From an optimization exercise on the open Yosys and OpenROAD flow, aimed at small area; shortcuts taken in it are not production practice. Function was checked by simulation only, so behaviour that the tests miss may differ from the original. Power and IR drop assume default switching activity. The clock port is modelled as an ideal driver; clocking choices that lean on that would not hold on a real chip.

<file path="flow/run.sh">
#!/bin/bash
# synth_recipe.tcl (not shown) runs the flow's synth.tcl, then flattens the netlist and writes it again
# the make line also repeats each setting of config.mk as NAME=value (left out here)
make -C /OpenROAD-flow-scripts/flow DESIGN_CONFIG=/design/flow/config.mk WORK_HOME=/design/flow/orfs CLKGATE_MAP_FILE= SYNTH_SCRIPT=/design/flow/synth_recipe.tcl finish
</file>
<file path="flow/config.mk">
export PLATFORM = sky130hd
export DESIGN_NAME = weight_sram_top
export DESIGN_NICKNAME = weight_sram_top
export VERILOG_FILES = /design/flow/design.v
export SDC_FILE = /design/flow/constraint.sdc
export NUM_CORES = 4
export LEC_CHECK = 0
export CAP_MARGIN = 20
export CORE_MARGIN = 2
export CORE_UTILIZATION = 40
export SLEW_MARGIN = 20
</file>
<file path="flow/constraint.sdc">
create_clock -name core_clock -period 5.0 [get_ports {clk}]
set_input_delay 1.0000 -clock core_clock [delete_from_list [all_inputs] [get_ports {clk}]]
set_output_delay 1.0000 -clock core_clock [all_outputs]
set_load 0.01 [all_outputs]
</file>
<file path="flow/design.v">
package sram_pkg;
   typedef enum logic [1:0] {
      IDLE  = 2'd0,
      BURST = 2'd1,
      DRAIN = 2'd2
   } burst_state_e;
   localparam int unsigned RD_LAT_MAX = 3;
   function automatic int unsigned addr_w(input int unsigned depth);
      addr_w = (depth > 2) ? $clog2(depth) : 1;
   endfunction
endpackage
module sram_rd_pipe #(
   parameter int unsigned W      = 128,
   parameter int unsigned RD_LAT = 1
) (
   input  logic         clk,
   input  logic         rst,
   input  logic         valid_i,
   input  logic         last_i,
   input  logic         empty_done_i,
   input  logic [W-1:0] data_i,
   output logic         rvalid_o,
   output logic         done_o,
   output logic [W-1:0] rdata_o
);
   logic [RD_LAT-1:0] v_q, l_q;
   logic [RD_LAT-1:0] v_chain, l_chain;
   logic [W-1:0]      d_q     [RD_LAT];
   logic [W-1:0]      d_chain [RD_LAT];
   assign v_chain = (v_q << 1) | RD_LAT'(valid_i);
   assign l_chain = (l_q << 1) | RD_LAT'(valid_i & last_i);
   always_comb begin
      d_chain[0] = data_i;
      for (int unsigned i = 1; i < RD_LAT; i++) begin
         d_chain[i] = d_q[i-1];
      end
   end
   always_ff @(posedge clk) begin
      if (rst) begin
         v_q <= '0;
         l_q <= '0;
         for (int unsigned i = 0; i < RD_LAT; i++) begin
            d_q[i] <= '0;
         end
      end else begin
         v_q <= v_chain;
         l_q <= l_chain | (RD_LAT'(empty_done_i) << (RD_LAT - 1));
         for (int unsigned i = 0; i < RD_LAT; i++) begin
            if (v_chain[i]) begin
               d_q[i] <= d_chain[i];
            end
         end
      end
   end
   assign rvalid_o = v_q[RD_LAT-1];
   assign done_o   = l_q[RD_LAT-1];
   assign rdata_o  = d_q[RD_LAT-1];
endmodule
module sram_weight_stream
#(
   parameter  int unsigned LANE_W = 16,
   parameter  int unsigned LANES  = 8,
   parameter  int unsigned DEPTH  = 16,
   parameter  int unsigned RD_LAT = 1,
   parameter  bit          BYPASS = 1'b0,
   localparam int unsigned W      = LANES * LANE_W,
   localparam int unsigned ADDR_W = sram_pkg::addr_w(DEPTH),
   localparam int unsigned CNT_W  = ADDR_W + 1
) (
   input  logic              clk,
   input  logic              rst,
   input  logic              csb,
   input  logic              wsb,
   input  logic [LANES-1:0]  wmask,
   input  logic [W-1:0]      wdata,
   input  logic [ADDR_W-1:0] waddr,
   input  logic [ADDR_W-1:0] raddr,
   input  logic              burst_start,
   input  logic [ADDR_W-1:0] burst_base,
   input  logic [CNT_W-1:0]  burst_len,
   output logic [W-1:0]      rdata,
   output logic              rvalid,
   output logic              burst_busy,
   output logic              burst_done
);
   localparam int unsigned LAT = (RD_LAT < 1) ? 1 :
                                 (RD_LAT > sram_pkg::RD_LAT_MAX) ? sram_pkg::RD_LAT_MAX : RD_LAT;
   logic [W-1:0]      mem_q [DEPTH];
   sram_pkg::burst_state_e state_q, state_d;
   logic [ADDR_W-1:0] addr_q, addr_d;
   logic [CNT_W-1:0]  cnt_q, cnt_d;
   logic              busy_q;
   logic              burst_rd_c, burst_last_c, empty_done_c, pipe_done;
   logic              wr_en, rd_en, wr_in_range, rd_in_range;
   logic [ADDR_W-1:0] rd_addr;
   logic [W-1:0]      wr_old, wr_merged, rd_old, rd_word;
   assign wr_en       = ~csb & ~wsb;
   assign wr_in_range = 32'(waddr) < DEPTH;
   assign wr_old      = wr_in_range ? mem_q[waddr] : '0;
   always_comb begin
      wr_merged = wr_old;
      for (int unsigned l = 0; l < LANES; l++) begin
         if (wmask[l]) begin
            wr_merged[l*LANE_W +: LANE_W] = wdata[l*LANE_W +: LANE_W];
         end
      end
   end
   always_ff @(posedge clk) begin
      if (wr_en && wr_in_range) begin
         mem_q[waddr] <= wr_merged;
      end
   end
   assign rd_en       = (~csb & ~busy_q) | burst_rd_c;
   assign rd_addr     = burst_rd_c ? addr_q : raddr;
   assign rd_in_range = 32'(rd_addr) < DEPTH;
   assign rd_old      = rd_in_range ? mem_q[rd_addr] : '0;
   assign rd_word     = (BYPASS && wr_en && wr_in_range && (waddr == rd_addr)) ?
                        wr_merged : rd_old;
   always_ff @(posedge clk) begin
      if (rst) begin
         state_q <= sram_pkg::IDLE;
         addr_q  <= '0;
         cnt_q   <= '0;
         busy_q  <= 1'b0;
      end else begin
         state_q <= state_d;
         addr_q  <= addr_d;
         cnt_q   <= cnt_d;
         busy_q  <= (state_d != sram_pkg::IDLE);
      end
   end
   always_comb begin
      state_d      = state_q;
      addr_d       = addr_q;
      cnt_d        = cnt_q;
      burst_rd_c   = 1'b0;
      burst_last_c = 1'b0;
      empty_done_c = 1'b0;
      case (state_q)
         sram_pkg::IDLE: begin
            if (burst_start) begin
               if (burst_len != '0) begin
                  state_d = sram_pkg::BURST;
                  addr_d  = burst_base;
                  cnt_d   = burst_len;
               end else begin
                  empty_done_c = 1'b1;
               end
            end
         end
         sram_pkg::BURST: begin
            burst_rd_c = 1'b1;
            cnt_d      = cnt_q - CNT_W'(1);
            addr_d     = (32'(addr_q) >= DEPTH - 1) ? '0 : addr_q + ADDR_W'(1);
            if (cnt_q == CNT_W'(1)) begin
               burst_last_c = 1'b1;
               state_d      = sram_pkg::DRAIN;
            end
         end
         sram_pkg::DRAIN: begin
            if (pipe_done) begin
               state_d = sram_pkg::IDLE;
            end
         end
         default: state_d = sram_pkg::IDLE;
      endcase
   end
   sram_rd_pipe #(
      .W      (W),
      .RD_LAT (LAT)
   ) u_rd_pipe (
      .clk          (clk),
      .rst          (rst),
      .valid_i      (rd_en),
      .last_i       (burst_last_c),
      .empty_done_i (empty_done_c),
      .data_i       (rd_word),
      .rvalid_o     (rvalid),
      .done_o       (pipe_done),
      .rdata_o      (rdata)
   );
   assign burst_done = pipe_done;
   assign burst_busy = busy_q;
endmodule
module weight_sram_top (
   input  logic          clk,
   input  logic          rst,
   input  logic          csb,
   input  logic          wsb,
   input  logic [7:0]    wmask,
   input  logic [127:0]  wdata,
   input  logic [3:0]    waddr,
   input  logic [3:0]    raddr,
   input  logic          burst_start,
   input  logic [3:0]    burst_base,
   input  logic [4:0]    burst_len,
   output logic [127:0]  rdata,
   output logic          rvalid,
   output logic          burst_busy,
   output logic          burst_done
);
   sram_weight_stream #(
      .LANE_W (16),
      .LANES  (8),
      .DEPTH  (16),
      .RD_LAT (2),
      .BYPASS (1'b1)
   ) u_sram (
      .clk         (clk),
      .rst         (rst),
      .csb         (csb),
      .wsb         (wsb),
      .wmask       (wmask),
      .wdata       (wdata),
      .waddr       (waddr),
      .raddr       (raddr),
      .burst_start (burst_start),
      .burst_base  (burst_base),
      .burst_len   (burst_len),
      .rdata       (rdata),
      .rvalid      (rvalid),
      .burst_busy  (burst_busy),
      .burst_done  (burst_done)
   );
endmodule
</file>
==> impl_metrics.ini, run 1 <==
[clocking]
path_clk_slew_ps = 60
clk_path_buf_depth = 3
cts_hold_buf = 0
numCtsBuffers = 238
clock_sinks = 2320
cts_root_buf = clkbuf_16
cts.repair.resized = 0
postCtsSetupBuffers = 0
htree_levels = 4
cts_tree = built
worstSkewPairLatency_ps = 890

[setup_path]
critPathSlowestCell = clkdlybuf4s50_1
critPathCaptureType = flop
crit_chain = clkdlybuf4s50_1 > nor2b_4 > buf_4 > a22o_1 > nor4_1 > a21oi_1 > a32oi_1 > o21ai_1
path_class = in -> reg
r2r_slack_ps = 1500
path_max_fanout = 17
start_kind = input pin
cpPeakStageDelay_ps = 1020
critPathRequiredTime_ps = 5820
crit_arrival_ps = 4760

[placement]
placed_area_sq_um = 113000
placed_cells = 10300
port_buffers = 288
finalWeightedCongestion = 0.791
dp_slack_ps = 223
dp_hpwl_mm = 189

[timing]
finClkSkew_ps = 52.4
rsz0062_at_grt = no
whs_ps = 461
final_max_slew_viol_count = 0
period_share_pct = 78.7
worstMarginPinSlew_ps = 1190
postLayoutSetupSlackWorst_ps = 1070
min_period_ps = 3930
maxSlewHeadroom_pct = 20.8
final_hold_viol_count = 0
setup_violations = 0
fmax_mhz = 254

[yosys]
async_flop_share_pct = 0
ys.flop_type = edfxtp_1
syn_area_sq_um = 104000
synth_edf_count = 2048
synth-seq-cells = 2320
yosys_warnings = 4
ys_seq_area_share_pct = 64.2
synth_cell_types = 54
syn-num-nets = 7047
syn_inst = 6886
avgSynthCellArea_sq_um = 15.1

[die]
start_util_pct = 40.2
die_w_microns = 515
placementRows = 187
die_h_microns = 515
die_area_sq_um = 265000
core_sq_um = 259000
io_pins = 289

[routing]
wl_met2_mm = 168
ant_nets = 0
drc_errors = 0
wl_met1_mm = 140
route.met3.wl_mm = 34.8
viasPerCell = 6.43
dr.pass1.iters = 6
vias = 69500
top_layer_used = met5
drt-initial-drc-count = 8881
wl_per_cell_microns = 33.1
wl_mm = 357

[power]
p_switching_w = 0.0118
power.density_nw_per_um2 = 382
vdd_drop_max_mv = 0.402
power_leakage_nw = 42.0
combinationalPowerShare_pct = 12.9
clockPowerShare_pct = 39.5
p_seq_share_pct = 47.6
swShare_pct = 25.5
power_w = 0.0464
p_int_w = 0.0346

[grt]
grt_pass1_wl_mm = 499
grt_overflow = 0
grt_max_degree = 104
grt_pass1_vias = 68700
antenna_found_initial = 8
grtUsageTotal_pct = 26.1

[final_layout]
area_growth_pct = 16.4
final_cells = 10800
stdcell_area_sq_um = 121000
fin_nets = 7340
final_layout_size_suffix_gt1_share_pct = 14.3

[worst_hold_path]
hp-class = reg -> reg

[status]
outcome = finished clean

[run]
cap_violations = 0
metrics by stage:
step | TNS [ps] | utilization [%]
4_1_cts | 0 | 46.7
6_report | 0 | 46.8
3_3_place_gp | 0 | 43.5
3_5_place_dp | 0 | 43.5
2_1_floorplan | -1126290 | -
5_1_grt | 0 | 46.8
Yosys cell counts (6+ instances only):
| cell | instances | area share (%) |
|---|---|---|
| edfxtp_1 | 2048 | 59 |
| mux2i_1 | 1532 | 15 |
| o22ai_1 | 512 | 3.1 |
| clkbuf_1 | 319 | 1.1 |
| nand2_1 | 273 | 0.98 |
| dfxtp_1 | 272 | 5.2 |
| mux4_2 | 256 | 5.5 |
| nor2_1 | 174 | 0.63 |
| buf_2 | 150 | 0.72 |
| a21oi_1 | 137 | 0.66 |
| a211oi_1 | 130 | 0.94 |
| a31oi_1 | 130 | 0.78 |
| inv_1 | 130 | 0.47 |
| o21ai_1 | 128 | 0.61 |
| nor4_1 | 127 | 0.76 |
| a222oi_1 | 126 | 1.2 |
| a22o_1 | 126 | 1.1 |
| a32oi_1 | 126 | 1.1 |
| buf_4 | 44 | 0.32 |
| buf_6 | 32 | 0.35 |
| buf_1 | 24 | 0.086 |
| mux2_2 | 9 | 0.097 |
| nand2b_1 | 7 | 0.042 |
| nand3b_1 | 7 | 0.050 |
| nor3_1 | 6 | 0.029 |
power groups by stage:
stage          Combinational [W]  Sequential (W)  Clock, W
3_5_place_dp             0.00585          0.0225         0
5_1_grt                  0.00623          0.0221    0.0193
4_1_cts                  0.00586          0.0221    0.0185
3_3_place_gp             0.00578          0.0225         0
6_report                 0.00596          0.0221    0.0183
2_1_floorplan            0.00364          0.0223         0
kinds of logic (layout without fill, tap and decap cells):
| kind of cell | Yosys count | in the layout | synth area share [%] |
|---|---|---|---|
| DFF | 2320 | 2320 | 64.2 |
| other | 0 | 11 | 0 |
| adders and majority gates | 3 | 3 | 0.0360 |
| and+or+nand+nor | 620 | 620 | 2.66 |
| muxes | 1800 | 1800 | 20.4 |
| xor gates and xnor gates | 6 | 6 | 0.0504 |
| buffers and inverters | 699 | 1208 | 3.09 |
| AOI/OAI and AO/OA | 1438 | 1438 | 9.57 |
critical path, delay by kind of cell:
family / cells / cell delay [ps]
and+or+nand+nor: 2 / 850
AOI/OAI and AO/OA: 4 / 1450
buffers and inverters: 2 / 1420
path summary, 6_finish.rpt:
path	startpoint	end	depth (start not counted)
setup / recovery	waddr[2]	u_sram.u_rd_pipe.d_q[0][54]$_SDFFE_PP0P_	8
hold / removal	u_sram.u_rd_pipe.l_q[0]$_SDFF_PP0_	u_sram.u_rd_pipe.l_q[1]$_SDFF_PP0_	2
setup reg to reg	u_sram.state_q[1]$_SDFF_PP0_	u_sram.u_rd_pipe.d_q[0][105]$_SDFFE_PP0P_	8
hold reg to reg	u_sram.u_rd_pipe.l_q[0]$_SDFF_PP0_	u_sram.u_rd_pipe.l_q[1]$_SDFF_PP0_	2
per-layer routing:
metal,up-vias,track usage (%)
li1,28700,-
met1,35800,34.9
met2,4229,42.7
met3,763,4.26
met4,2,10.1
met5,-,0
cell usage in the layout (no fill, tap or decap), types with 89 or more instances in the layout:
master	count
a31oi_1	130
inv_1	130
edfxtp_1	2048
buf_4	203
nand2_1	269
clkdlybuf4s50_1	278
mux4_2	256
a211oi_1	130
a222oi_1	126
nor4_1	126
a22o_1	126
dfxtp_1	271
clkbuf_16	242
buf_12	128
nor2_1	157
mux2i_1	1532
o22ai_1	512
o21ai_1	126
a32oi_1	126
a21oi_1	89
layout make-up:
cell class                 count  area, sq um
clock inverter               115         1340
sequential                  2320        66900
tap                         3402         4260
clock buffer                 341         6750
timing repair buffer         622         6970
antenna                       11         27.5
multi-input combinational   3867        34600
inverter                     130          488
fill                       22100       138000
state kept, by name, summed over array words and instances (netlist names):
register / flops
u_sram.mem_q: 2048
u_sram.u_rd_pipe.d_q: 256
u_sram.cnt_q: 5
u_sram.addr_q: 4
u_sram.state_q: 2
u_sram.u_rd_pipe.l_q: 2
u_sram.u_rd_pipe.v_q: 2
u_sram.busy_q: 1
==> run 2, diff against run 1 <==
==> flow/design.v (replaced) <==
package sram_pkg;
   localparam int unsigned LANE_W = 16;
   localparam int unsigned LANES  = 8;
   localparam int unsigned DEPTH  = 16;
   localparam int unsigned W      = LANES * LANE_W;
   localparam int unsigned ADDR_W = 4;
   localparam int unsigned CNT_W  = 5;
endpackage
module sram_rd_pipe (
   input  logic         clk,
   input  logic         rst,
   input  logic         valid_i,      
   input  logic [3:0]   addr_i,       
   input  logic         done_i,       
   input  logic [2047:0] mem_i,       
   output logic         rvalid_o,
   output logic         done_o,
   output logic [127:0] rdata_o
);
   logic [15:0]  sel;
   logic         hold;
   logic [127:0] rd_next;
   always_comb begin
      for (int w = 0; w < 16; w++) begin
         sel[w] = ~rst & valid_i & (addr_i == 4'(w));
      end
      hold = ~rst & ~valid_i;
      rd_next = {128{hold}} & rdata_o;
      for (int w = 0; w < 16; w++) begin
         rd_next = rd_next | ({128{sel[w]}} & mem_i[128*w +: 128]);
      end
   end
   always_ff @(posedge clk) begin
      rdata_o  <= rd_next;
      rvalid_o <= ~rst & valid_i;
      done_o   <= ~rst & done_i;
   end
endmodule
module sram_weight_stream (
   input  logic          clk,
   input  logic          rst,
   input  logic          csb,
   input  logic          wsb,
   input  logic [7:0]    wmask,
   input  logic [127:0]  wdata,
   input  logic [3:0]    waddr,
   input  logic [3:0]    raddr,
   input  logic          burst_start,
   input  logic [3:0]    burst_base,
   input  logic [4:0]    burst_len,
   output logic [127:0]  rdata,
   output logic          rvalid,
   output logic          burst_busy,
   output logic          burst_done
);
   logic [2047:0] mem_q;
   logic          wr_en;
   assign wr_en = ~csb & ~wsb;
   for (genvar w = 0; w < 16; w++) begin : g_word
      for (genvar l = 0; l < 8; l++) begin : g_lane
         always_ff @(posedge clk) begin
            if (wr_en && (waddr == 4'(w)) && wmask[l]) begin
               mem_q[128*w + 16*l +: 16] <= wdata[16*l +: 16];
            end
         end
      end
   end
   logic       busy_q, burst_q;
   logic [3:0] addr_q;
   logic [4:0] cnt_q;
   logic       last_c, empty_done_c, rd_en;
   assign last_c       = burst_q & (cnt_q == 5'd1);
   assign empty_done_c = ~busy_q & burst_start & (burst_len == 5'd0);
   assign rd_en        = burst_q | (~csb & ~busy_q);
   always_ff @(posedge clk) begin
      if (rst) begin
         busy_q  <= 1'b0;
         burst_q <= 1'b0;
      end else if (!busy_q) begin
         busy_q  <= burst_start & (burst_len != 5'd0);
         burst_q <= burst_start & (burst_len != 5'd0);
      end else if (burst_q) begin
         burst_q <= ~last_c;
      end else if (burst_done) begin
         busy_q  <= 1'b0;
      end
   end
   always_ff @(posedge clk) begin
      if (!busy_q) begin
         addr_q <= burst_base;
         cnt_q  <= burst_len;
      end else begin
         addr_q <= addr_q + 4'd1;
         cnt_q  <= cnt_q - 5'd1;
      end
   end
   logic       rv_q, rlast_q;
   logic [3:0] raddr_q;
   always_ff @(posedge clk) begin
      rv_q    <= ~rst & rd_en;
      rlast_q <= ~rst & last_c;
      raddr_q <= burst_q ? addr_q : raddr;
   end
   sram_rd_pipe u_rd_pipe (
      .clk      (clk),
      .rst      (rst),
      .valid_i  (rv_q),
      .addr_i   (raddr_q),
      .done_i   (rlast_q | empty_done_c),
      .mem_i    (mem_q),
      .rvalid_o (rvalid),
      .done_o   (burst_done),
      .rdata_o  (rdata)
   );
   assign burst_busy = busy_q;
endmodule
module weight_sram_top (
   input  logic          clk,
   input  logic          rst,
   input  logic          csb,
   input  logic          wsb,
   input  logic [7:0]    wmask,
   input  logic [127:0]  wdata,
   input  logic [3:0]    waddr,
   input  logic [3:0]    raddr,
   input  logic          burst_start,
   input  logic [3:0]    burst_base,
   input  logic [4:0]    burst_len,
   output logic [127:0]  rdata,
   output logic          rvalid,
   output logic          burst_busy,
   output logic          burst_done
);
   sram_weight_stream u_sram (
      .clk         (clk),
      .rst         (rst),
      .csb         (csb),
      .wsb         (wsb),
      .wmask       (wmask),
      .wdata       (wdata),
      .waddr       (waddr),
      .raddr       (raddr),
      .burst_start (burst_start),
      .burst_base  (burst_base),
      .burst_len   (burst_len),
      .rdata       (rdata),
      .rvalid      (rvalid),
      .burst_busy  (burst_busy),
      .burst_done  (burst_done)
   );
endmodule
==> impl_metrics.ini, run 2 <==
[final_layout]
postLayoutCoreUtil_pct = 47.4
final_cells = 7716
layout_commonest_cell = edfxtp_1
largest_registers = u_sram.mem_q x2048, u_sram.u_rd_pipe.rdata_o x128, u_sram.cnt_q x5
largest_reg_flops = 2048
final_layout_size_suffix_gt1_share_pct = 13.2
area_growth_pct = 17.9
fillers = 16500
fin_nets = 5005
final_cell_mix = 2048 x edfxtp_1, 496 x a22oi_1, 288 x clkdlybuf4s50_1
regMostFlops = u_sram.mem_q
stdcell_area_sq_um = 94400

[power]
vdd_drop_max_mv = 0.403
power.density_nw_per_um2 = 406
power_leakage_nw = 30.6
power_w = 0.0383

[clocking]
path_clk_slew_ps = 60
clock_sinks = 2195
clk_path_buf_depth = 3
cts_root_buf = clkbuf_16
numCtsBuffers = 212
cts.repair.resized = 0
htree_levels = 4
postCtsSetupBuffers = 0
cts_tree = built
worstSkewPairLatency_ps = 870
cts_hold_buf = 0

[setup_path]
r2r-end = u_sram.u_rd_pipe.rdata_o[51]$_DFF_P_
crit_arrival_ps = 4220
critPathRequiredTime_ps = 5800
path_class = in -> reg
startpoint = rst
path_max_fanout = 72
start_kind = input pin
critPathCaptureType = flop
r2r_slack_ps = 1830
ff2ff_path_depth = 6
r2r-start = u_sram.rv_q$_DFF_P_

[grt]
grt_overflow = 0
grt_max_degree = 91
grt_pass1_wl_mm = 348
antenna_found_initial = 47
grtUsageTotal_pct = 24.3
grt_pass1_vias = 44000

[routing]
wl_mm = 253
drc_errors = 0
dr.pass1.iters = 8
drt-initial-drc-count = 5957
vias = 45900
wl_per_cell_microns = 32.8
viasPerCell = 5.95
ant_nets = 0

[timing]
period_share_pct = 68.3
min_period_ps = 3410
final_hold_viol_count = 0
worstMarginPinSlew_ps = 1070
setup_violations = 0
rsz0062_at_grt = no
maxSlewHeadroom_pct = 28.5
fmax_mhz = 293
fin_tns_setup_ps = 0
final_max_slew_viol_count = 0
finClkSkew_ps = 47.1

[die]
io_pins = 289
start_util_pct = 40.2
placementRows = 164
core_sq_um = 199000
die_h_microns = 451
die_area_sq_um = 204000
die_w_microns = 451

[yosys]
yosys_warnings = 2
async_flop_share_pct = 0
yosys.area.top_type_share_pct = 76.8
synth-seq-cells = 2195
yosysMostFrequentCell = edfxtp_1
synth_area_leaders = edfxtp_1 77%, a22oi_1 4.7%, dfxtp_1 3.7%, mux2i_1 2.6%, mux4_2 1.2%
syn_inst = 4372
ys.flop_type = edfxtp_1
synth_commonest_cells = 2048 x edfxtp_1, 496 x a22oi_1, 208 x mux2i_1
synth_top_area_cell = edfxtp_1
synth_cell_types = 61
syn_area_sq_um = 80000
ys_seq_area_share_pct = 80.5
synth_edf_count = 2048
avgSynthCellArea_sq_um = 18.3
syn-num-nets = 4533

[placement]
port_buffers = 288
placed_area_sq_um = 87400
dp_hpwl_mm = 142
placed_cells = 7286
finalWeightedCongestion = 0.806

[status]
outcome = finished clean

[run]
cap_violations = 0

[worst_hold_path]
worstHoldPathCells = 2
hp-class = reg -> reg
whs_endpoint = u_sram.u_rd_pipe.rdata_o[1]$_DFF_P_
hold_start = u_sram.mem_q[513]$_DFFE_PP_
## run 2: layer usage
metal | part of all wire (%) | vias to the layer above | global-route usage (%)
li1 | - | 19000 | -
met1 | 39 | 24000 | 32.5
met2 | 48 | 2466 | 39.6
met3 | 8.6 | 453 | 3.83
met4 | 4.1 | 22 | 10.2
met5 | 0.052 | - | 0
## run 2: report_power, final
part / switching (W) / internal (W)
Sequential: 0.000278 / 0.0203
Clock: 0.00693 / 0.00893
Combinational: 0.00113 / 0.000746
Total: 0.00833 / 0.0300
## run 2: area by class of cell
| cell class | count | area (sq um) | area share, % |
|---|---|---|---|
| multi-input combinational | 1909 | 14600 | 15.4 |
| inverter | 4 | 15.0 | 0.0159 |
| timing repair buffer | 522 | 5010 | 5.31 |
| clock inverter | 108 | 1080 | 1.15 |
| sequential | 2195 | 64500 | 68.3 |
| clock buffer | 292 | 5870 | 6.21 |
| tap | 2656 | 3320 | 3.52 |
| antenna | 30 | 75.1 | 0.0795 |
## run 2: worst max-delay path: stages
cell,delay (ps)
clkdlybuf4s50_1,800
nand4bb_4,860
nor3_4,460
buf_12,530
a22oi_1,180
and4_1,230
nand4_1,70
## run 2: logic make-up (layout without fill, tap and decap cells)
group | Yosys count | in the layout | synth area share [%]
AO/OA/AOI/OAI | 947 | 947 | 8.87
AND/OR/NAND/NOR | 675 | 675 | 4.76
multiplexers | 279 | 279 | 4.19
other | 0 | 30 | 0
buffers and inverters | 268 | 926 | 1.57
adder cells (fa/ha/maj) | 3 | 3 | 0.0469
flip-flops | 2195 | 2195 | 80.5
XOR/XNOR | 5 | 5 | 0.0547
## run 2: worst max path at each step
stage | to | slack, ps
finish | u_sram.u_rd_pipe.rdata_o[51]$_DFF_P_ | 1590
detailed placement | u_sram.u_rd_pipe.rdata_o[51]$_DFF_P_ | 850
CTS | burst_busy | 1640
floorplan | u_sram.mem_q[0]$_DFFE_PP_ | 2190
global placement | u_sram.u_rd_pipe.rdata_o[51]$_DFF_P_ | 820
global route | u_sram.u_rd_pipe.rdata_o[79]$_DFF_P_ | 1550
## run 2: metrics by stage
stage / worst slack (ps) / hold slack [ps]
3_5_place_dp: 849 / 432
6_report: 1590 / 454
2_1_floorplan: 2190 / 413
3_3_place_gp: 825 / 425
5_1_grt: 1550 / 468
4_1_cts: 1640 / 443
==> run 3, diff against run 2 <==
--- a/flow/design.v
+++ b/flow/design.v
@@ -8,12 +8,35 @@
 endpackage
+module sram_aoi222 (
+   input  logic a0, b0, a1, b1, a2, b2,
+   output logic y
+);
+   assign y = ~((a0 & b0) | (a1 & b1) | (a2 & b2));
+endmodule
+module sram_nand2 (
+   input  logic a, b,
+   output logic y
+);
+   assign y = ~(a & b);
+endmodule
+module sram_nand3 (
+   input  logic a, b, c,
+   output logic y
+);
+   assign y = ~(a & b & c);
+endmodule
+module sram_a211o (
+   input  logic a1, a2, b, c,
+   output logic y
+);
+   assign y = (a1 & a2) | b | c;
+endmodule
 module sram_rd_pipe (
-   input  logic         clk,
-   input  logic         rst,
-   input  logic         valid_i,      
-   input  logic [3:0]   addr_i,       
-   input  logic         done_i,       
+   input  logic          clk,
+   input  logic          rst,
+   input  logic [15:0]   sel_i,       
+   input  logic          done_i,      
    input  logic [2047:0] mem_i,       
-   output logic         rvalid_o,
-   output logic         done_o,
-   output logic [127:0] rdata_o
+   output logic          rvalid_o,
+   output logic          done_o,
+   output logic [127:0]  rdata_o
 );
@@ -22,11 +45,19 @@
    logic [127:0] rd_next;
-   always_comb begin
-      for (int w = 0; w < 16; w++) begin
-         sel[w] = ~rst & valid_i & (addr_i == 4'(w));
+   assign sel  = {16{~rst}} & sel_i;
+   assign hold = ~rst & ~(|sel_i);
+   for (genvar b = 0; b < 128; b++) begin : g_bit
+      logic [5:0] t;
+      logic       p, q;
+      for (genvar g = 0; g < 5; g++) begin : g_aoi
+         sram_aoi222 u_aoi (
+            .a0 (sel[3*g]),     .b0 (mem_i[128*(3*g)     + b]),
+            .a1 (sel[3*g + 1]), .b1 (mem_i[128*(3*g + 1) + b]),
+            .a2 (sel[3*g + 2]), .b2 (mem_i[128*(3*g + 2) + b]),
+            .y  (t[g])
+         );
       end
-      hold = ~rst & ~valid_i;
-      rd_next = {128{hold}} & rdata_o;
-      for (int w = 0; w < 16; w++) begin
-         rd_next = rd_next | ({128{sel[w]}} & mem_i[128*w +: 128]);
-      end
+      sram_nand2  u_n15 (.a(sel[15]), .b(mem_i[128*15 + b]), .y(t[5]));
+      sram_nand3  u_p   (.a(t[0]), .b(t[1]), .c(t[2]), .y(p));
+      sram_nand3  u_q   (.a(t[3]), .b(t[4]), .c(t[5]), .y(q));
+      sram_a211o  u_o   (.a1(hold), .a2(rdata_o[b]), .b(p), .c(q), .y(rd_next[b]));
    end
@@ -34,5 +65,11 @@
       rdata_o  <= rd_next;
-      rvalid_o <= ~rst & valid_i;
+      rvalid_o <= ~rst & (|sel_i);
       done_o   <= ~rst & done_i;
    end
+endmodule
+module sram_nor2 (
+   input  logic a, b,
+   output logic y
+);
+   assign y = ~(a | b);
 endmodule
@@ -57,7 +94,13 @@
    logic          wr_en;
-   assign wr_en = ~csb & ~wsb;
+   logic [15:0]   wword_n;
+   logic [7:0]    wlane_n;
+   assign wr_en   = ~csb & ~wsb;
+   assign wlane_n = ~wmask;
    for (genvar w = 0; w < 16; w++) begin : g_word
+      assign wword_n[w] = ~(wr_en & (waddr == 4'(w)));
       for (genvar l = 0; l < 8; l++) begin : g_lane
+         logic we;
+         sram_nor2 u_we (.a(wword_n[w]), .b(wlane_n[l]), .y(we));
          always_ff @(posedge clk) begin
-            if (wr_en && (waddr == 4'(w)) && wmask[l]) begin
+            if (we) begin
                mem_q[128*w + 16*l +: 16] <= wdata[16*l +: 16];
@@ -96,8 +139,11 @@
    end
-   logic       rv_q, rlast_q;
-   logic [3:0] raddr_q;
+   logic        rlast_q;
+   logic [3:0]  rd_addr;
+   logic [15:0] rsel_q;
+   assign rd_addr = burst_q ? addr_q : raddr;
    always_ff @(posedge clk) begin
-      rv_q    <= ~rst & rd_en;
       rlast_q <= ~rst & last_c;
-      raddr_q <= burst_q ? addr_q : raddr;
+      for (int w = 0; w < 16; w++) begin
+         rsel_q[w] <= ~rst & rd_en & (rd_addr == 4'(w));
+      end
    end
@@ -106,4 +152,3 @@
       .rst      (rst),
-      .valid_i  (rv_q),
-      .addr_i   (raddr_q),
+      .sel_i    (rsel_q),
       .done_i   (rlast_q | empty_done_c),
--- a/flow/config.mk
+++ b/flow/config.mk
@@ -7,5 +7,9 @@
 export LEC_CHECK = 0
-export CAP_MARGIN = 20
+export CAP_MARGIN = 10
 export CORE_MARGIN = 2
 export CORE_UTILIZATION = 40
-export SLEW_MARGIN = 20
+export CTS_BUF_LIST = sky130_fd_sc_hd__clkbuf_4 sky130_fd_sc_hd__clkbuf_8
+export CTS_CLUSTER_SIZE = 30
+export GPL_TIMING_DRIVEN = 0
+export SLEW_MARGIN = 10
+export SYNTH_HIERARCHICAL = 1
==> impl_metrics.ini, run 3 <==
[timing]
worstMarginPinSlew_ps = 1310
maxSlewHeadroom_pct = 12.6
final_max_slew_viol_count = 0
whs_ps = 460
rsz0062_at_grt = no
min_period_ps = 4010
fmax_mhz = 249
postLayoutSetupSlackWorst_ps = 986
final_hold_viol_count = 0
setup_violations = 0
period_share_pct = 80.3
fin_tns_setup_ps = 0
finClkSkew_ps = 63.0

[die]
placementRows = 159
die_area_sq_um = 192000
die_h_microns = 438
io_pins = 289
die_w_microns = 438
core_sq_um = 187000
start_util_pct = 40.2

[final_layout]
area_growth_pct = 24.2
fillers = 15200
stdcell_area_sq_um = 93500
final_cells = 7296
largest_registers = u_sram.mem_q x2048, u_sram.u_rd_pipe.rdata_o x128, u_sram.rsel_q x16
final_cell_mix = 2048 x edfxtp_1, 640 x a222oi_1, 400 x clkbuf_8
layout_commonest_cell = edfxtp_1
regMostFlops = u_sram.mem_q
final_layout_size_suffix_gt1_share_pct = 20.6
fin_nets = 4677
largest_reg_flops = 2048

[grt]
grt_pass1_vias = 42900
antenna_found_initial = 28
grt-busiest-layer = met2
grtUsageTotal_pct = 21.7
grt_pass1_wl_mm = 301
gr-usage-met3_pct = 5.15
use_met1_pct = 28.9
use_met2_pct = 34.6
grt_max_degree = 27
grt_overflow = 0

[setup_path]
start_kind = input pin
crit_arrival_ps = 4750
path_class = in -> reg
critPathRequiredTime_ps = 5730
critPathCaptureType = flop
path_max_fanout = 9

[placement]
dp_hpwl_mm = 135
dp_slack_ps = 7.53
finalWeightedCongestion = 0.698
port_buffers = 288
placed_area_sq_um = 86300
placed_cells = 6646

[power]
vdd_drop_max_mv = 0.320
power.density_nw_per_um2 = 401
power_leakage_nw = 31.0

[worst_hold_path]
hp-class = reg -> reg

[clocking]
cts_hold_buf = 0
htree_levels = 5
worstSkewPairLatency_ps = 1070
clk_path_buf_depth = 4
path_clk_slew_ps = 60
numCtsBuffers = 363
postCtsSetupBuffers = 0
cts_root_buf = clkbuf_8
cts_tree = built
clock_sinks = 2206
cts.repair.resized = 0

[routing]
drt-initial-drc-count = 6704
ant_nets = 0
drc_errors = 0
wl_mm = 212
viasPerCell = 5.91
dr.pass1.iters = 9
vias = 43100
wl_per_cell_microns = 29.1

[yosys]
yosys.area.top_type_share_pct = 81.7
synth_edf_count = 2048
syn_area_sq_um = 75300
synth_cell_types = 38
synth-seq-cells = 2206
synth_area_leaders = edfxtp_1 82%, a222oi_1 8.5%, dfxtp_1 4.2%, nand3_1 1.7%, a211o_1 1.5%
yosys_warnings = 8
ys.flop_type = edfxtp_1
syn-num-nets = 3786
synth_top_area_cell = edfxtp_1
ys_seq_area_share_pct = 85.9
async_flop_share_pct = 0
yosysMostFrequentCell = edfxtp_1
synth_commonest_cells = 2048 x edfxtp_1, 640 x a222oi_1, 261 x nand3_1
avgSynthCellArea_sq_um = 20.8
syn_inst = 3625

[status]
outcome = finished clean

[run]
cap_violations = 0
run 3: cell count changes in the layout (fill, tap and decap cells not counted), moves of 122 or more:
cell,delta
a222oi_1,+597
clkbuf_8,+374
a22oi_1,-496
nand3_1,+211
buf_4,-204
and2_1,-127
mux2i_1,-205
clkbuf_16,-212
nor2_2,+122
clkbuf_4,+134
run 3: area by class of cell:
type | instances | area [sq um] | area share, %
Buffer | 5 | 30.0 | 0.0321
Inverter | 15 | 56.3 | 0.0602
Tap cell | 2495 | 3120 | 3.34
Timing Repair Buffer | 526 | 7420 | 7.94
Clock buffer | 534 | 6510 | 6.97
Antenna cell | 13 | 32.5 | 0.0348
Multi-Input combinational cell | 1399 | 11000 | 11.8
Sequential cell | 2206 | 64700 | 69.2
Clock inverter | 103 | 626 | 0.669
run 3: through the flow:
step / total power [W] / util, %
2_1_floorplan: 0.0214 / -
4_1_cts: 0.0379 / 49.9
5_1_grt: 0.0388 / 49.9
3_3_place_gp: 0.0223 / 43.4
3_5_place_dp: 0.0225 / 46.1
6_report: 0.0375 / 49.9
run 3: per-module statistics from Yosys, one instance, submodules excluded, excerpt:
module / times used / cells / cell area, sq um
sram_nand3: 256 / 1 / 5.00
sram_nor2: 128 / 1 / 3.75
sram_rd_pipe: 1 / 155 / 2780
sram_a211o: 128 / 1 / 8.76
sram_nand2: 128 / 1 / 3.75
sram_weight_stream: 1 / 2190 / 62700
sram_aoi222: 640 / 1 / 10.0
run 3: final timing paths:
path	from	to	slack [ps]	cells after the start
worst max-delay path	csb	u_sram.mem_q[656]$_DFFE_PP_	990	5
worst min-delay path	u_sram.u_rd_pipe.rdata_o[15]$_DFF_P_	u_sram.u_rd_pipe.rdata_o[15]$_DFF_P_	460	1
worst min register to register	u_sram.u_rd_pipe.rdata_o[15]$_DFF_P_	u_sram.u_rd_pipe.rdata_o[15]$_DFF_P_	460	1
worst max register to register	u_sram.rsel_q[12]$_DFF_P_	u_sram.u_rd_pipe.rdata_o[23]$_DFF_P_	2700	7
run 3: cells by family after synthesis:
group | after synthesis | synth area share, %
XOR/XNOR | 5 | 0.0582
flip-flops | 2206 | 85.9
adder cells (fa/ha/maj) | 3 | 0.0499
AO/OA/AOI/OAI | 783 | 10.1
AND/OR/NAND/NOR | 602 | 3.66
multiplexers | 6 | 0.0848
buffers and inverters | 20 | 0.115
run 3: report_power, final:
| group | internal, W | switching (W) | total, W |
|---|---|---|---|
| clock network | 0.00862 | 0.00686 | 0.0155 |
| logic | 0.000634 | 0.000817 | 0.00145 |
| registers | 0.0204 | 0.000161 | 0.0206 |
| total | 0.0297 | 0.00784 | 0.0375 |
run 3: worst max-delay path, cell delays in order:
cell and delay (ps):
clkdlybuf4s50_1 670, nor4b_1 850, nand2_1 1000, nor2_2 950, buf_8 240
run 3: per-layer routing:
metal / part of all wire (%) / routed length (microns) / vias to the layer above
li1: - / - / 18200
met1: 40 / 83800 / 22200
met2: 47 / 101000 / 2225
met3: 9.5 / 20200 / 411
met4: 3.4 / 7280 / 12
met5: 0.035 / 74 / -
==> run 4, diff against run 3 <==
==> flow/config.mk (replaced) <==
export PLATFORM = sky130hd
export DESIGN_NAME = weight_sram_top
export DESIGN_NICKNAME = weight_sram_top
export VERILOG_FILES = /design/flow/design.v
export SDC_FILE = /design/flow/constraint.sdc
export NUM_CORES = 4
export LEC_CHECK = 0
export CAP_MARGIN = 20
export CORE_MARGIN = 2
export CORE_UTILIZATION = 40
export SLEW_MARGIN = 20
export SYNTH_HIERARCHICAL = 1
==> impl_metrics.ini, run 4 <==
[routing]
wl_per_cell_microns = 29.8
ant_nets = 0
drc_errors = 0
wl_mm = 209
viasPerCell = 6.03
vias = 42200
dr.pass1.iters = 10
drt-initial-drc-count = 6745

[yosys]
synth_edf_count = 2048
synth_area_leaders = edfxtp_1 82%, a222oi_1 8.5%, dfxtp_1 4.2%, nand3_1 1.7%, a211o_1 1.5%
ys.flop_type = edfxtp_1
synth_cell_types = 38
syn-num-nets = 3786
yosysMostFrequentCell = edfxtp_1
syn_inst = 3625
ys_seq_area_share_pct = 85.9
yosys.area.top_type_share_pct = 81.7
async_flop_share_pct = 0
synth-seq-cells = 2206
yosys_warnings = 8
synth_commonest_cells = 2048 x edfxtp_1, 640 x a222oi_1, 261 x nand3_1
synth_top_area_cell = edfxtp_1
syn_area_sq_um = 75300
avgSynthCellArea_sq_um = 20.8

[final_layout]
largest_reg_flops = 2048
final_layout_size_suffix_gt1_share_pct = 14.1
regMostFlops = u_sram.mem_q
fin_nets = 4465
final_cells = 6994
layout_commonest_cell = edfxtp_1
fillers = 15500
final_cell_mix = 2048 x edfxtp_1, 640 x a222oi_1, 287 x clkdlybuf4s50_1
area_growth_pct = 19.9
largest_registers = u_sram.mem_q x2048, u_sram.u_rd_pipe.rdata_o x128, u_sram.rsel_q x16

[worst_hold_path]
hp-class = reg -> reg
worstHoldPathCells = 1

[grt]
gr-usage-met3_pct = 3.64
grt_max_degree = 107
grt_pass1_wl_mm = 294
antenna_found_initial = 29
grt_pass1_vias = 41400
use_met1_pct = 27.5
grtUsageTotal_pct = 21.2
use_met2_pct = 35.6
grt_overflow = 0
grt-busiest-layer = met2

[clocking]
htree_levels = 4
numCtsBuffers = 207
clk_path_buf_depth = 3
clock_sinks = 2206
postCtsSetupBuffers = 0
cts.repair.resized = 0
cts_root_buf = clkbuf_16
worstSkewPairLatency_ps = 840
path_clk_slew_ps = 60
cts_tree = built
cts_hold_buf = 0

[die]
io_pins = 289
placementRows = 159
die_w_microns = 438
start_util_pct = 40.2
core_sq_um = 187000
die_area_sq_um = 192000
die_h_microns = 438

[timing]
period_share_pct = 74.6
finClkSkew_ps = 36.0
fmax_mhz = 268
final_hold_viol_count = 0
maxSlewHeadroom_pct = 20.6
postLayoutSetupSlackWorst_ps = 1270
min_period_ps = 3730
whs_ps = 462
rsz0062_at_grt = no
setup_violations = 0
worstMarginPinSlew_ps = 1190
fin_tns_setup_ps = 0
final_max_slew_viol_count = 0

[power]
power_leakage_nw = 29.5
power_w = 0.0378
vdd_drop_max_mv = 0.368
power.density_nw_per_um2 = 419

[status]
outcome = finished clean

[setup_path]
start_kind = input pin
ff2ff_path_depth = 5
cpPeakStageDelay_ps = 1020
critPathSlowestCell = nor2_2
crit_chain = clkdlybuf4s50_1 > nor4_1 > nand2_1 > nor2_2
critPathRequiredTime_ps = 5440
critPathCaptureType = flop
path_class = in -> reg
path_max_fanout = 16
crit_arrival_ps = 4170

[placement]
placed_cells = 6589
port_buffers = 288
dp_hpwl_mm = 117
finalWeightedCongestion = 0.746
dp_slack_ps = 558

[run]
cap_violations = 0
==> run 4: per-module statistics from Yosys (local to each module, per instance), a selection <==
module | area (sq um) | flip-flops and latches | copies in the design
sram_nor2 | 3.75 | 0 | 128
sram_nand2 | 3.75 | 0 | 128
sram_a211o | 8.76 | 0 | 128
sram_aoi222 | 10.0 | 0 | 640
sram_rd_pipe | 2780 | 130 | 1
sram_nand3 | 5.00 | 0 | 256
sram_weight_stream | 62700 | 2076 | 1
==> run 4: layout make-up <==
cell class	count	area (sq um)	area share, %
inverter	15	56.3	0.0624
timing repair buffer	475	4560	5.05
clock buffer	282	5680	6.29
antenna	14	35.0	0.0388
sequential	2206	64700	71.6
clock inverter	108	1200	1.33
multi-input combinational	1399	11000	12.1
tap	2495	3120	3.46
==> run 4: final timing paths <==
| check | slack [ps] | start | end |
|---|---|---|---|
| worst max-delay path | 1270 | csb | u_sram.mem_q[107]$_DFFE_PP_ |
| worst min-delay path | 460 | u_sram.u_rd_pipe.rdata_o[124]$_DFF_P_ | u_sram.u_rd_pipe.rdata_o[124]$_DFF_P_ |
| worst max register to register | 2370 | u_sram.rsel_q[11]$_DFF_P_ | u_sram.u_rd_pipe.rdata_o[43]$_DFF_P_ |
| worst min register to register | 460 | u_sram.u_rd_pipe.rdata_o[124]$_DFF_P_ | u_sram.u_rd_pipe.rdata_o[124]$_DFF_P_ |
==> run 4: where the power goes <==
part           switching, W  internal, W  total, W
clock network       0.00666      0.00914    0.0158
logic              0.000788     0.000560   0.00135
registers          0.000217       0.0204    0.0207
==> run 4: cell families (layout without fill, tap and decap cells) <==
| kind of cell | count (synthesis) | count (layout) | synth area share, % |
|---|---|---|---|
| buffers and inverters | 20 | 880 | 0.115 |
| adders and majority gates | 3 | 3 | 0.0499 |
| and+or+nand+nor | 602 | 602 | 3.66 |
| muxes | 6 | 6 | 0.0848 |
| AOI/OAI and AO/OA | 783 | 783 | 10.1 |
| DFF | 2206 | 2206 | 85.9 |
| other | 0 | 14 | 0 |
| xor gates and xnor gates | 5 | 5 | 0.0582 |
==> run 4: layer usage <==
layer / vias up / wire, microns / part of all wire (%)
met5: - / 49 / 0.023
met4: 8 / 7730 / 3.7
met3: 356 / 17500 / 8.4
met2: 2102 / 103000 / 49
met1: 22000 / 80300 / 38
li1: 17700 / - / -
==> run 4: worst max-delay path: cells and delay by family <==
| family | cells | cell delay [ps] |
|---|---|---|
| buffers and inverters | 1 | 630 |
| AND/OR/NAND/NOR | 3 | 2530 |
==> run 4: through the flow <==
stage	utilization [%]	instance area [sq um]
CTS	48.1	90200
finish	48.2	90300
global route	48.2	90300
global placement	44.4	83300
detailed placement	44.5	83300
floorplan	-	75300
==> run 5, diff against run 4 <==
==> flow/flow/run.sh (new file) <==
#!/bin/bash
# Layout flow: the standard ORFS flow (standard.sh, standard synthesis
# unchanged) with two changes to how the layout is made:
#  - port buffers are sky130_fd_sc_hd__buf_1 (buffer_ports otherwise picks a
#    delay cell),
#  - clock tree synthesis inserts no dummy loads and clusters up to 30 sinks
#    within 80 um per leaf buffer.
# The full output of the flow goes to flow_run.log in the work folder; ORFS
# keeps each step's own log under orfs/logs/.
set -euo pipefail
export BUFFER_PORTS_ARGS="-buffer_cell sky130_fd_sc_hd__buf_1"
export CTS_ARGS="-sink_clustering_enable -repair_clock_nets -dont_use_dummy_load -sink_clustering_size 30 -sink_clustering_max_diameter 80"
bash standard.sh finish > flow_run.log 2>&1
==> flow/standard.sh (new file) <==
#!/bin/bash
# synth_recipe.tcl (not shown) runs the flow's synth.tcl, then flattens the netlist and writes it again
# the make line also repeats each setting of config.mk as NAME=value (left out here)
make -C /OpenROAD-flow-scripts/flow DESIGN_CONFIG=/design/flow/config.mk WORK_HOME=/design/flow/orfs CLKGATE_MAP_FILE= SYNTH_SCRIPT=/design/flow/synth_recipe.tcl "${@:-finish}"
--- a/flow/config.mk
+++ b/flow/config.mk
@@ -9,3 +9,4 @@
 export CORE_MARGIN = 2
-export CORE_UTILIZATION = 40
+export CORE_UTILIZATION = 60
+export PLACE_DENSITY = 0.7
 export SLEW_MARGIN = 20
removed: flow/run.sh
==> impl_metrics.ini, run 5 <==
[status]
outcome = finished clean

[setup_path]
r2r-end = u_sram.u_rd_pipe.rdata_o[48]$_DFF_P_
crit_chain = buf_1 > nor4_2 > nand2_1 > nor2_2
critPathSlowestCell = nor2_2
cpPeakStageDelay_ps = 1060
critPathCaptureType = flop
start_kind = input pin
ff2ff_path_depth = 5
path_max_fanout = 16
critPathRequiredTime_ps = 5310
path_class = in -> reg
r2r_slack_ps = 2490
r2r-start = u_sram.rsel_q[11]$_DFF_P_
crit_arrival_ps = 3760

[timing]
min_period_ps = 3450
whs_ps = 468
maxSlewHeadroom_pct = 24.2
rsz0062_at_grt = no
worstMarginPinSlew_ps = 1130
final_hold_viol_count = 0
final_max_slew_viol_count = 0
fmax_mhz = 289
finClkSkew_ps = 66.9
fin_tns_setup_ps = 0
setup_violations = 0
period_share_pct = 69.1

[grt]
grt_max_degree = 129
grt_overflow = 0
use_met1_pct = 39.6
use_met2_pct = 48.0
grt-busiest-layer = met2
antenna_found_initial = 33
grt_pass1_wl_mm = 269
grt_pass1_vias = 39800
gr-usage-met3_pct = 6.57
grtUsageTotal_pct = 29.2

[power]
vdd_drop_max_mv = 0.319
power_leakage_nw = 26.4
power.density_nw_per_um2 = 362

[yosys]
avgSynthCellArea_sq_um = 20.8
ys_seq_area_share_pct = 85.9
yosysMostFrequentCell = edfxtp_1
synth-seq-cells = 2206
yosys_warnings = 8
synth_commonest_cells = 2048 x edfxtp_1, 640 x a222oi_1, 261 x nand3_1
synth_area_leaders = edfxtp_1 82%, a222oi_1 8.5%, dfxtp_1 4.2%, nand3_1 1.7%, a211o_1 1.5%
ys.flop_type = edfxtp_1
synth_cell_types = 38
synth_top_area_cell = edfxtp_1
syn_area_sq_um = 75300
yosys.area.top_type_share_pct = 81.7
async_flop_share_pct = 0
syn_inst = 3625
synth_edf_count = 2048
syn-num-nets = 3786

[routing]
wl_per_cell_microns = 32.7
drc_errors = 0
ant_nets = 0
vias = 41300
viasPerCell = 7.11
wl_mm = 190
drt-initial-drc-count = 7668
dr.pass1.iters = 8

[die]
core_sq_um = 124000
die_area_sq_um = 128000
io_pins = 289
placementRows = 129
die_h_microns = 358
die_w_microns = 358
start_util_pct = 60.6

[clocking]
path_clk_slew_ps = 80
cts.repair.resized = 0
htree_levels = 3
clock_sinks = 2206
postCtsSetupBuffers = 0
cts_root_buf = clkbuf_16
cts_hold_buf = 0
numCtsBuffers = 88
worstSkewPairLatency_ps = 710
clk_path_buf_depth = 3
cts_tree = built

[final_layout]
regArea_sq_um = 64700
area_growth_pct = 9.58
largest_reg_flops = 2048
regMostFlops = u_sram.mem_q
fillers = 8090
multi_input_area_sq_um = 11000
largest_registers = u_sram.mem_q x2048, u_sram.u_rd_pipe.rdata_o x128, u_sram.rsel_q x16
final_cell_mix = 2048 x edfxtp_1, 640 x a222oi_1, 287 x buf_1
layout_commonest_cell = edfxtp_1
final_layout_size_suffix_gt1_share_pct = 9.73
fin_nets = 4317

[placement]
port_buffers = 288
dp_hpwl_mm = 103
finalWeightedCongestion = 0.768

[worst_hold_path]
worstHoldPathCells = 1
hp-class = reg -> reg
hold_start = u_sram.u_rd_pipe.rdata_o[11]$_DFF_P_
whs_endpoint = u_sram.u_rd_pipe.rdata_o[11]$_DFF_P_

[run]
cap_violations = 0
[run 5: worst max-delay path, delay by kind of cell]
family        cells  cell delay, ps
buf+inv           1             160
simple gates      3            2570
[run 5: layout make-up]
type                            count  area share [%]
Multi-Input combinational cell   1399            13.3
Inverter                           15          0.0683
Antenna cell                       17          0.0516
Tap cell                         1637            2.48
Clock buffer                       88            2.67
Sequential cell                  2206            78.4
Timing Repair Buffer              446            3.01
[run 5: per-module statistics from Yosys, one instance, submodules excluded, a selection]
module | area [sq um] | flip-flops and latches | cells
sram_nand2 | 3.75 | 0 | 1
sram_weight_stream | 62700 | 2076 | 2190
sram_a211o | 8.76 | 0 | 1
sram_aoi222 | 10.0 | 0 | 1
sram_nand3 | 5.00 | 0 | 1
sram_nor2 | 3.75 | 0 | 1
sram_rd_pipe | 2780 | 130 | 155
[run 5: power breakdown]
group          internal, W  switching (W)
clock network      0.00317        0.00498
logic             0.000317       0.000775
registers           0.0204       0.000189
total               0.0239        0.00595
[run 5: worst max path at each step]
stage                     startpoint                                   to  slack, ps  depth (start not counted)
after floorplan                  rst  u_sram.u_rd_pipe.rdata_o[0]$_DFF_P_        740                          5
after global placement           csb          u_sram.mem_q[544]$_DFFE_PP_        350                          4
after detailed placement         csb           u_sram.mem_q[17]$_DFFE_PP_        830                          4
after CTS                        csb           u_sram.mem_q[21]$_DFFE_PP_       1570                          4
after global routing             csb          u_sram.mem_q[558]$_DFFE_PP_       1480                          4
final                            csb          u_sram.mem_q[625]$_DFFE_PP_       1550                          4
[run 5: metal layers]
metal,up-vias,share of wire [%]
met5,-,0.094
met4,30,3.2
met3,368,12
met2,2604,49
met1,21100,36
li1,17200,-
[run 5: kinds of logic after synthesis]
| kind of cell | after synthesis | synth area share (%) |
|---|---|---|
| AOI/OAI and AO/OA | 783 | 10.1 |
| xor gates and xnor gates | 5 | 0.0582 |
| adders and majority gates | 3 | 0.0499 |
| buffers and inverters | 20 | 0.115 |
| DFF | 2206 | 85.9 |
| muxes | 6 | 0.0848 |
| and+or+nand+nor | 602 | 3.66 |
[run 5: per-stage QoR]
stage / instance area (sq um) / setup WS (ps) / utilization [%] / total power (W) / std cells
6_report: 82500 / 1550 / 66.5 / 0.0298 / 5808
5_1_grt: 82500 / 1480 / 66.4 / 0.0307 / 5796
4_1_cts: 82400 / 1570 / 66.4 / 0.0299 / 5791
3_5_place_dp: 80200 / 832 / 64.6 / 0.0221 / 5703
3_3_place_gp: 80200 / 353 / 64.6 / 0.0221 / 5703
2_1_floorplan: 75300 / 736 / - / 0.0214 / 3625
==> run 6, diff against run 5 <==
--- a/flow/design.v
+++ b/flow/design.v
@@ -69,3 +69,3 @@
 endmodule
-module sram_nor2 (
+module sram_and2 (
    input  logic a, b,
@@ -73,3 +73,3 @@
 );
-   assign y = ~(a | b);
+   assign y = a & b;
 endmodule
@@ -94,11 +94,9 @@
    logic          wr_en;
-   logic [15:0]   wword_n;
-   logic [7:0]    wlane_n;
-   assign wr_en   = ~csb & ~wsb;
-   assign wlane_n = ~wmask;
+   logic [15:0]   wword;
+   assign wr_en = ~csb & ~wsb;
    for (genvar w = 0; w < 16; w++) begin : g_word
-      assign wword_n[w] = ~(wr_en & (waddr == 4'(w)));
+      assign wword[w] = wr_en & (waddr == 4'(w));
       for (genvar l = 0; l < 8; l++) begin : g_lane
          logic we;
-         sram_nor2 u_we (.a(wword_n[w]), .b(wlane_n[l]), .y(we));
+         sram_and2 u_we (.a(wword[w]), .b(wmask[l]), .y(we));
          always_ff @(posedge clk) begin
==> impl_metrics.ini, run 6 <==
[yosys]
syn_inst = 3618
synth_commonest_cells = 2048 x edfxtp_1, 640 x a222oi_1, 258 x nand3_1
ys_seq_area_share_pct = 85.6
ys.flop_type = edfxtp_1
avgSynthCellArea_sq_um = 20.9
synthMuxAreaShare_pct = 0.0845
synth_edf_count = 2048
synth-simple-area-share_pct = 4.06
synth_top_area_cell = edfxtp_1
synth_top_family_by_area = compound AO/OA/AOI/OAI gates
synth_cell_types = 40
synth_compound_area_share_pct = 10.1
yosys.area.top_type_share_pct = 81.4
yosysMostFrequentCell = edfxtp_1
syn-num-nets = 3779
async_flop_share_pct = 0
synth_fa_ha_area_share_pct = 0.0497
synth_xor_area_share_pct = 0.0580
yosys_warnings = 8
syn_area_sq_um = 75600
synth_area_leaders = edfxtp_1 81%, a222oi_1 8.5%, dfxtp_1 4.2%, nand3_1 1.7%, a211o_1 1.5%
synth-seq-cells = 2206

[die]
io_pins = 289
die_area_sq_um = 129000
start_util_pct = 60.3
core_sq_um = 125000
placementRows = 130
die_w_microns = 359
die_h_microns = 359

[timing]
maxSlewHeadroom_pct = 20.2
worstMarginPinSlew_ps = 1200
final_hold_viol_count = 0
final_max_slew_viol_count = 0
finClkSkew_ps = 40.3
rsz0062_at_grt = no
period_share_pct = 63.0
fin_tns_setup_ps = 0
setup_violations = 0
fmax_mhz = 317
min_period_ps = 3150

[grt]
grtUsageTotal_pct = 28.3
grt_max_degree = 85
grt_pass1_vias = 39500
antenna_found_initial = 27
grt_pass1_wl_mm = 267
grt_overflow = 0

[routing]
wl_mm = 185
ant_nets = 0
wl_per_cell_microns = 32.1
viasPerCell = 7.12
drt-initial-drc-count = 8111
drc_errors = 0
dr.pass1.iters = 9
vias = 41200

[setup_path]
path_max_fanout = 16
crit_arrival_ps = 3440
r2r-end = u_sram.u_rd_pipe.rdata_o[18]$_DFF_P_
path_class = in -> reg
critPathRequiredTime_ps = 5290
r2r-start = u_sram.rsel_q[8]$_DFF_P_
start_kind = input pin
r2r_slack_ps = 2600
ff2ff_path_depth = 5
critPathCaptureType = flop

[final_layout]
regMostFlops = u_sram.mem_q
largest_registers = u_sram.mem_q x2048, u_sram.u_rd_pipe.rdata_o x128, u_sram.rsel_q x16
fin_nets = 4269
area_growth_pct = 8.93
layout_commonest_cell = edfxtp_1
final_cell_mix = 2048 x edfxtp_1, 640 x a222oi_1, 286 x buf_1
postLayoutCoreUtil_pct = 65.7
final_layout_size_suffix_gt1_share_pct = 5.92
largest_reg_flops = 2048
fillers = 8333

[power]
power_leakage_nw = 26.3
power.density_nw_per_um2 = 362
vdd_drop_max_mv = 0.268
clockPowerShare_pct = 27.2
combinationalPowerShare_pct = 3.5
p_int_w = 0.0238
power_w = 0.0298
p_seq_share_pct = 69.2
p_switching_w = 0.00591
swShare_pct = 19.9

[worst_hold_path]
hp-class = reg -> reg
worstHoldPathCells = 1
whs_endpoint = u_sram.u_rd_pipe.rdata_o[31]$_DFF_P_
hold_start = u_sram.u_rd_pipe.rdata_o[31]$_DFF_P_

[clocking]
htree_levels = 3
postCtsSetupBuffers = 0
path_clk_slew_ps = 70
cts_hold_buf = 0
clock_sinks = 2206
numCtsBuffers = 87
cts_tree = built
worstSkewPairLatency_ps = 710
cts.repair.resized = 0
clk_path_buf_depth = 3
cts_root_buf = clkbuf_16

[placement]
port_buffers = 288
finalWeightedCongestion = 0.774
dp_hpwl_mm = 107

[run]
cap_violations = 0

[status]
outcome = finished clean
run 6: layer usage:
metal	track usage, %	vias to the layer above	part of all wire, %
met1	40.0	21300	38
met3	5.98	224	12
li1	-	17100	-
met4	7.94	18	2.6
met5	0	-	0.059
met2	45.4	2488	48
run 6: worst max path at each step:
| stage | start | to |
|---|---|---|
| after floorplan | rst | u_sram.u_rd_pipe.rdata_o[0]$_DFF_P_ |
| after global placement | csb | u_sram.mem_q[233]$_DFFE_PP_ |
| after detailed placement | csb | u_sram.mem_q[1299]$_DFFE_PP_ |
| after CTS | csb | u_sram.mem_q[1311]$_DFFE_PP_ |
| after global routing | csb | u_sram.mem_q[1311]$_DFFE_PP_ |
| final | csb | u_sram.mem_q[1311]$_DFFE_PP_ |
run 6: cell type report:
| class | count | area [sq um] | area share (%) |
|---|---|---|---|
| well taps | 1650 | 2060 | 2.51 |
| inverters | 7 | 26.3 | 0.0319 |
| repair buffers | 406 | 2310 | 2.81 |
| diodes | 21 | 52.6 | 0.0639 |
| flip-flops and latches | 2206 | 64700 | 78.6 |
| multi-input cells | 1400 | 11000 | 13.4 |
| clock buffers | 87 | 2180 | 2.65 |
run 6: cell families (layout without fill, tap and decap cells):
family                   Yosys count  count (layout)
AO/OA/AOI/OAI                    783             783
XOR/XNOR                           5               5
adder cells (fa/ha/maj)            3               3
buffers and inverters             12             500
flip-flops                      2206            2206
multiplexers                       6               6
other                              0              21
AND/OR/NAND/NOR                  603             603
run 6: Yosys stat by module, one instance, submodules excluded, a selection:
module | cells inside | copies in the design
sram_a211o | 1 | 128
sram_and2 | 1 | 128
sram_aoi222 | 1 | 640
sram_nand2 | 1 | 128
sram_nand3 | 1 | 256
sram_rd_pipe | 155 | 1
sram_weight_stream | 2183 | 1
run 6: power groups by stage:
stage / Sequential [W] / Combinational, W / Clock (W)
finish: 0.0206 / 0.00105 / 0.00811
global route: 0.0206 / 0.00113 / 0.00881
CTS: 0.0206 / 0.00105 / 0.00821
detailed placement: 0.0210 / 0.00104 / 0
global placement: 0.0210 / 0.00101 / 0
floorplan: 0.0210 / 0.000371 / 0
run 6: through the flow:
| step | setup WS, ps | area, sq um | hold slack [ps] | cells |
|---|---|---|---|---|
| final | 1850 | 82300 | 476 | 5777 |
| after global routing | 1730 | 82300 | 503 | 5762 |
| after CTS | 1960 | 82200 | 476 | 5753 |
| after detailed placement | 1240 | 80000 | 452 | 5666 |
| after global placement | 945 | 80000 | 445 | 5666 |
| after floorplan | 736 | 75600 | 467 | 3618 |
run 6: critical path: stages:
cell	delay [ps]
buf_1	200
nor2_1	230
nand3b_1	220
nor2_2	800
buf_4	230
and2_1	730
==> run 7, diff against run 6 <==
--- a/flow/design.v
+++ b/flow/design.v
@@ -69,3 +69,3 @@
 endmodule
-module sram_and2 (
+module sram_nor2 (
    input  logic a, b,
@@ -73,3 +73,3 @@
 );
-   assign y = a & b;
+   assign y = ~(a | b);
 endmodule
@@ -94,9 +94,11 @@
    logic          wr_en;
-   logic [15:0]   wword;
-   assign wr_en = ~csb & ~wsb;
+   logic [15:0]   wword_n;
+   logic [7:0]    wlane_n;
+   assign wr_en   = ~csb & ~wsb;
+   assign wlane_n = ~wmask;
    for (genvar w = 0; w < 16; w++) begin : g_word
-      assign wword[w] = wr_en & (waddr == 4'(w));
+      assign wword_n[w] = ~(wr_en & (waddr == 4'(w)));
       for (genvar l = 0; l < 8; l++) begin : g_lane
          logic we;
-         sram_and2 u_we (.a(wword[w]), .b(wmask[l]), .y(we));
+         sram_nor2 u_we (.a(wword_n[w]), .b(wlane_n[l]), .y(we));
          always_ff @(posedge clk) begin
==> flow/flow/run.sh (replaced) <==
#!/bin/bash
# Layout flow: the standard ORFS flow (standard.sh, standard synthesis
# unchanged) with three changes to how the layout is made:
#  - port buffers are sky130_fd_sc_hd__buf_1 (buffer_ports otherwise picks a
#    delay cell),
#  - clock tree synthesis inserts no dummy loads,
#  - after global routing, cells on paths with positive slack may be sized down
#    (RECOVER_POWER).
# The full output of the flow goes to flow_run.log in the work folder; ORFS
# keeps each step's own log under orfs/logs/.
set -euo pipefail
export BUFFER_PORTS_ARGS="-buffer_cell sky130_fd_sc_hd__buf_1"
export CTS_ARGS="-sink_clustering_enable -repair_clock_nets -dont_use_dummy_load -sink_clustering_size 30 -buf_list {sky130_fd_sc_hd__clkbuf_4 sky130_fd_sc_hd__clkbuf_8}"
export RECOVER_POWER=100
bash standard.sh finish > flow_run.log 2>&1
--- a/flow/config.mk
+++ b/flow/config.mk
@@ -7,7 +7,9 @@
 export LEC_CHECK = 0
-export CAP_MARGIN = 20
+export CAP_MARGIN = 10
 export CORE_MARGIN = 2
-export CORE_UTILIZATION = 60
-export PLACE_DENSITY = 0.7
-export SLEW_MARGIN = 20
+export CORE_UTILIZATION = 40
+export CTS_BUF_LIST = sky130_fd_sc_hd__clkbuf_4 sky130_fd_sc_hd__clkbuf_8
+export CTS_CLUSTER_SIZE = 30
+export GPL_TIMING_DRIVEN = 0
+export SLEW_MARGIN = 10
 export SYNTH_HIERARCHICAL = 1
==> impl_metrics.ini, run 7 <==
[clocking]
postCtsSetupBuffers = 0
path_clk_slew_ps = 50
cts_tree = built
cts.repair.resized = 0
clock_sinks = 2206
clk_path_buf_depth = 4
cts_root_buf = clkbuf_8
htree_levels = 5
cts_hold_buf = 0
numCtsBuffers = 362
worstSkewPairLatency_ps = 1060

[setup_path]
cpMostUsedCell = clkbuf_1
crit_buf_inv = 2
path_class = in -> reg
critPathSlowestCell = nor2_1
crit_arrival_ps = 5090
cpPeakStageDelay_ps = 1420
critPathCaptureType = flop
cp_top_family = simple AND/OR/NAND/NOR gates
crit_chain = clkbuf_1 > and4bb_1 > nand3_1 > nor2_1 > clkbuf_1
path_max_fanout = 10
critPathRequiredTime_ps = 5630
start_kind = input pin

[grt]
grt_max_degree = 28
grtUsageTotal_pct = 21.4
grt_overflow = 0
grt_pass1_wl_mm = 296
grt_pass1_vias = 42500
antenna_found_initial = 34

[timing]
setup_violations = 0
rsz0062_at_grt = no
worstMarginPinSlew_ps = 2280
final_hold_viol_count = 0
period_share_pct = 89.2
postLayoutSetupSlackWorst_ps = 541
whs_ps = 236
finClkSkew_ps = 110
min_period_ps = 4460
fmax_mhz = 224
maxSlewHeadroom_pct = -52.4
final_max_slew_viol_count = 62

[routing]
dr.pass1.iters = 9
vias = 42300
wl_mm = 211
viasPerCell = 6.05
ant_nets = 0
wl_per_cell_microns = 30.1
drc_errors = 0
drt-initial-drc-count = 6782

[placement]
finalWeightedCongestion = 0.720
dp_slack_ps = 306
dp_hpwl_mm = 132
port_buffers = 288

[status]
outcome = failed layout checks
so_faults = max-capacitance violations, max-slew violations

[yosys]
synth_commonest_cells = 2048 x edfxtp_1, 640 x a222oi_1, 261 x nand3_1
synth-seq-cells = 2206
yosys.area.top_type_share_pct = 81.7
syn_inst = 3625
ys.flop_type = edfxtp_1
syn_area_sq_um = 75300
syn-num-nets = 3786
async_flop_share_pct = 0
yosysMostFrequentCell = edfxtp_1
synth_top_area_cell = edfxtp_1
ys_seq_area_share_pct = 85.9
synth_area_leaders = edfxtp_1 82%, a222oi_1 8.5%, dfxtp_1 4.2%, nand3_1 1.7%, a211o_1 1.5%
avgSynthCellArea_sq_um = 20.8
yosys_warnings = 8
synth_cell_types = 38
synth_edf_count = 2048

[power]
vdd_drop_max_mv = 0.280
power.density_nw_per_um2 = 392
power_w = 0.0342
power_leakage_nw = 28.2

[final_layout]
fin_nets = 4648
layout_commonest_cell = edfxtp_1
area_growth_pct = 16.1
final_layout_size_suffix_gt1_share_pct = 11.5
largest_reg_flops = 2048
regMostFlops = u_sram.mem_q
largest_registers = u_sram.mem_q x2048, u_sram.u_rd_pipe.rdata_o x128, u_sram.rsel_q x16
postLayoutCoreUtil_pct = 46.6
final_cell_mix = 2048 x edfxtp_1, 640 x a222oi_1, 362 x clkbuf_8

[die]
die_area_sq_um = 192000
start_util_pct = 40.2
io_pins = 289
die_w_microns = 438
placementRows = 159
die_h_microns = 438
core_sq_um = 187000

[run]
cap_violations = 9

[worst_hold_path]
hp-class = in -> reg
==> run 7: worst register-to-register path, delay by kind of cell, from the launching register on <==
family / cells / cell delay (ps)
DFF: 1 / 330
and+or+nand+nor: 2 / 1700
buffers and inverters: 3 / 670
AOI/OAI and AO/OA: 2 / 260
==> run 7: cell families after synthesis <==
kind of cell               share of synthesized area (%)
xor gates and xnor gates                          0.0582
buffers and inverters                              0.115
adders and majority gates                         0.0499
AOI/OAI and AO/OA                                   10.1
DFF                                                 85.9
muxes                                             0.0848
and+or+nand+nor                                     3.66
==> run 7: per-layer routing <==
layer	share of wire, %	wire [microns]	GRT usage (%)	vias up
met1	39	82600	28.0	21800
met2	48	102000	34.7	2192
met4	3.6	7630	8.90	14
met3	8.9	18800	4.80	409
li1	-	-	-	17900
met5	0.046	97	0	-
==> run 7: final cells by class <==
type                       instances  area (sq um)
fill                           15800        100000
sequential                      2206         64700
multi-input combinational       1399         10700
clock buffer                     362          4980
timing repair buffer             498          3820
tap                             2495          3120
inverter                          15          56.3
antenna                           15          37.5
buffer                             5          21.3
==> run 7: path summary, 6_finish.rpt <==
kind	from	to	slack, ps	cells after the start
max	csb	u_sram.mem_q[1948]$_DFFE_PP_	540	5
min	burst_base[0]	u_sram.addr_q[0]$_DFF_P_	240	3
max reg2reg	u_sram.rsel_q[11]$_DFF_P_	u_sram.u_rd_pipe.rdata_o[43]$_DFF_P_	1970	7
min reg2reg	u_sram.u_rd_pipe.rdata_o[52]$_DFF_P_	u_sram.u_rd_pipe.rdata_o[52]$_DFF_P_	460	1
==> run 7: power by group <==
part           internal [W]  total, W  switching [W]
Clock               0.00636    0.0125        0.00611
Combinational      0.000346   0.00117       0.000824
Sequential           0.0205    0.0206       0.000139
Total                0.0272    0.0342        0.00707
==> run 7: per-stage QoR <==
stage               area (sq um)  std cells  setup TNS, ps
floorplan                  75300       3625              0
global placement           79500       6408        -854730
detailed placement         84000       6618              0
CTS                        89000       6980              0
global route               87400       6991              0
finish                     87400       6995              0
==> run 7: per-module statistics from Yosys (local to each module, per instance), a selection <==
module	copies in the design	cells inside	area (sq um)	flip-flops and latches
sram_weight_stream	1	2190	62700	2076
sram_rd_pipe	1	155	2780	130
sram_aoi222	640	1	10.0	0
sram_a211o	128	1	8.76	0
sram_nand3	256	1	5.00	0
sram_nand2	128	1	3.75	0
sram_nor2	128	1	3.75	0

Setup slack of run 7, layout unchanged: 0.541 ns with ideal ports, 0.587 ns with driving cells assumed (clock clkbuf_16, inputs buf_2), -0.487 ns with port delays also shifted by the 1.074 ns mid clock arrival.
